What follows belongs to an exercise in optimizing a design on an open flow for small area; a production flow would make more cautious choices.
RTL that was checked went through simulation tests only; none was proved equivalent to the original.
No activity file was given, so power comes from the tool's default toggle rates. The clock port is modelled as an ideal driver; clocking choices that lean on that would not hold on a real chip.

Design cpu_core, start of the top module:
module cpu_core (
	input  logic                  clk,
	input  logic                  rst,
	output cpu_isa_pkg::word_t    pc,
	output logic                  inst_req_valid,
	input  logic                  inst_req_ready,
	input  cpu_isa_pkg::word_t    instruction,
	input  logic                  inst_valid,
	output logic                  inst_ready,
	output cpu_bus_pkg::mem_req_t mem_req,
	input  logic                  mem_req_ready,
	input  cpu_isa_pkg::word_t    read_data,
	input  logic                  read_data_valid,
	output logic                  read_data_ready,
	output cpu_bus_pkg::retire_t  retire
);
For scale: about 1600 cells after synthesis, roughly 1100 flip-flops, about 250 I/O pins, roughly 26000 um^2 of cells after synthesis.
clock: 10.0 ns
lec_check: 0
cap_margin: 20
core_margin: 2
core_utilization: 65
place_density: 0.75
slew_margin: 20
standard.sh (not shown) runs the stock make flow with config.mk's settings and CLKGATE_MAP_FILE= SYNTH_SCRIPT=/design/flow/synth_recipe.tcl, a recipe that flattens the netlist after the stock synthesis.
==> flow/flow/run.sh <==
#!/bin/bash
# The standard layout (standard.sh) with layout-only changes:
#  - synthesis maps logic with an area-oriented ABC script (flow/synth.tcl);
#    registers, flattening and renaming are as in synth_recipe.tcl
#  - port buffers are sky130_fd_sc_hd__buf_1
#  - CTS without dummy loads and with larger sink clusters
# The make output goes to standard_flow.log; ORFS keeps each step's log in orfs/logs.
set -euo pipefail
here=$(pwd)
export MY_ABC_SCRIPT="$here/flow/abc_area.script"
export BUFFER_PORTS_ARGS="-buffer_cell sky130_fd_sc_hd__buf_1"
export CTS_ARGS="-sink_clustering_enable -repair_clock_nets -dont_use_dummy_load -sink_clustering_size 30 -sink_clustering_max_diameter 100"
sed "s#SYNTH_SCRIPT=[^ ]*#SYNTH_SCRIPT=$here/flow/synth.tcl #" standard.sh > own_standard.sh
grep -q "SYNTH_SCRIPT=$here/flow/synth.tcl" own_standard.sh
bash own_standard.sh > standard_flow.log 2>&1
==> flow/flow/abc_area.script <==
strash
dch
amap
strash
dch
amap
topo
==> flow/flow/synth.tcl <==
# The standard flow's synthesis script (synth_recipe.tcl) with one change: abc maps with
# flow/abc_area.script (area-oriented amap) instead of ORFS's speed script.
proc synth {args} { yosys synth -nofsm -noshare {*}$args }
proc abc {args} {
  set i [lsearch -exact $args -script]
  if {$i >= 0} { lset args [expr {$i + 1}] $::env(MY_ABC_SCRIPT) }
  yosys abc {*}$args
}
source $::env(SCRIPTS_DIR)/synth.tcl
# left out here: clear keep_hierarchy, flatten, clean up, hide names made inside functions, write 1_2_yosys.v
Change:
--- a/flow/design.v
+++ b/flow/design.v
@@ -292,21 +292,21 @@
 		else if (~exec)
 			d_in = lbit;
 		else if (i_sw)
 			d_in = b_rt;
 		else if (is_br)
 			d_in = p4;
 		else
 			d_in = res;
 	end
 	wire n_sh = st_init | exec | st_fixn | npc_en | copy_en;
-	wire d_sh = ~st_mreq;  
+	wire d_sh = pre | exec | st_fixn | wr_pass | (ld_pass & ~first);
 	always_ff @(posedge clk) begin
 		c1   <= cout;
 		c2   <= P[0] & cin2;
 		ne   <= ne_all;
 		d1   <= raw;
 		d2   <= d1;
 		if (cnt == 5'd1)
 			vld1 <= read_data_valid;
 		P  <= {copy_en ? N[0] : P[0], P[31:1]};
 		if (n_sh)
- The new run went through all stages and came out clean
- setup slack is worse by 0.20 ns
- die area stays flat
- cell area barely changes
- total power is higher by 0.78%
- via count is lower by 0.73%
- count of clock-buffer cells in the layout is higher by 1
- routed wire length is lower by 2.9%

cpu_core, a different RTL version from the one above (not shown whole).
Size: roughly 1700 cells after synthesis, ~1100 flip-flops, about 250 I/O pins.
## cpu_core
module cpu_core (
	input  logic                  clk,
	input  logic                  rst,
	output cpu_isa_pkg::word_t    pc,
	output logic                  inst_req_valid,
	input  logic                  inst_req_ready,
	input  cpu_isa_pkg::word_t    instruction,
	input  logic                  inst_valid,
	output logic                  inst_ready,
	output cpu_bus_pkg::mem_req_t mem_req,
	input  logic                  mem_req_ready,
	input  cpu_isa_pkg::word_t    read_data,
	input  logic                  read_data_valid,
	output logic                  read_data_ready,
	output cpu_bus_pkg::retire_t  retire
);
Settings: LEC_CHECK=0, CAP_MARGIN=20, CORE_MARGIN=2, CORE_UTILIZATION=65, PLACE_DENSITY=0.75, SLEW_MARGIN=20; clock period 10.0 ns.
Scripts as last shown in full above: flow/flow/run.sh, flow/flow/abc_area.script, flow/flow/synth.tcl
Change:
--- a/flow/design.v
+++ b/flow/design.v
@@ -188,15 +188,15 @@
 	wire b_rt = heads[rt];
 	wire ibit  = instruction[{cnt[4] & is_jimm, cnt[3:0]}];
 	wire imm_s = cnt[4] ? (~(op_log & zext) & instruction[15]) : ibit;  
 	wire lui_s = cnt[4] & ibit;                              
 	wire raw   = is_jimm ? ibit : imm_s;
 	wire dly   = (cnt[4:1] != 4'd0) & d2;                    
 	wire lbit  = read_data[cnt];
-	wire cin2 = (cnt == 5'd2) | ((cnt > 5'd2) & c2);
+	wire cin2 = ~first & c2;  
 	wire p4   = P[0] ^ cin2;
 	logic alu_a, alu_b;
 	always_comb begin
 		if (is_br | link)
 			alu_a = p4;
 		else if (i_lui)
 			alu_a = 1'b0;
@@ -287,18 +287,18 @@
 			d_in = b_rt;
 		else if (is_br)
 			d_in = p4;
 		else
 			d_in = res;
 	end
 	wire n_sh = st_init | exec | st_fixn | npc_en | copy_en;
-	wire d_sh = exec | st_fixn | wr_pass | (ld_pass & ~first);
+	wire d_sh = ~st_mreq;  
 	always_ff @(posedge clk) begin
 		c1   <= cout;
-		c2   <= P[0] & cin2;
+		c2   <= (cnt == 5'd1) | (P[0] & cin2);
 		ne   <= ne_all;
 		d1   <= raw;
 		d2   <= d1;
 		if (cnt == 5'd1)
 			vld1 <= read_data_valid;
 		P  <= {copy_en ? N[0] : P[0], P[31:1]};
 		if (n_sh)
After rerunning: Routed wire length rose by 8.2%. Non-clock buffer count climbs by 1. Synthesized area barely changes. Power goes up by 15%. Via count grows by 2.1%. Cell area hardly moves. Critical path depth drops by 2. Setup slack is better by 0.10 ns. Sequential power rose by 9.7%. Clock power barely changes. Clock-buffer cell count is unchanged. First-iteration DRC count came out higher by 9.6%. Core utilization is about the same.
The RTL of the first run of this note was laid out without a check of its function.

what the ideal ports hide:
In the flow no input, the clock included, has a driving cell. The finished layouts below were timed again as built, in two steps. Step 1 sets driving cells, clkbuf_16 on the clock port and buf_2 on the other inputs (assumed; they add their load-dependent delay and slew). Step 2 moves the port delays by t, midway between the first and last clock arrival at a register: inputs arrive t later, outputs are due t later. That takes back most of the time a late clock gives input paths. Slacks: ideal ports / drivers / drivers and shift; pairs: ideal ports / drivers.
| run | t (ns) | slack for setup (ns) | hold slack, ns | latest minus earliest clock arrival (ns) |
|---|---|---|---|---|
| the first run of note 1 | 0.635 | 1.726 / 1.755 / 1.120 | 0.283 / 0.283 / 0.283 | 0.078 / 0.077 |
| the second run of note 1 | 0.639 | 1.524 / 1.545 / 0.905 | 0.277 / 0.277 / 0.277 | 0.059 / 0.059 |
| the first run of note 2 | 0.629 | 2.619 / 2.593 / 2.593 | 0.300 / 0.300 / 0.300 | 0.071 / 0.071 |
| the second run of note 2 | 0.643 | 2.722 / 2.693 / 2.683 | 0.282 / 0.282 / 0.282 | 0.073 / 0.073 |
After both steps setup and hold are still met in every run listed. The setup slack of the second run of note 1, which loses most, moves by +0.021 ns with the drivers and by -0.619 ns with both steps.
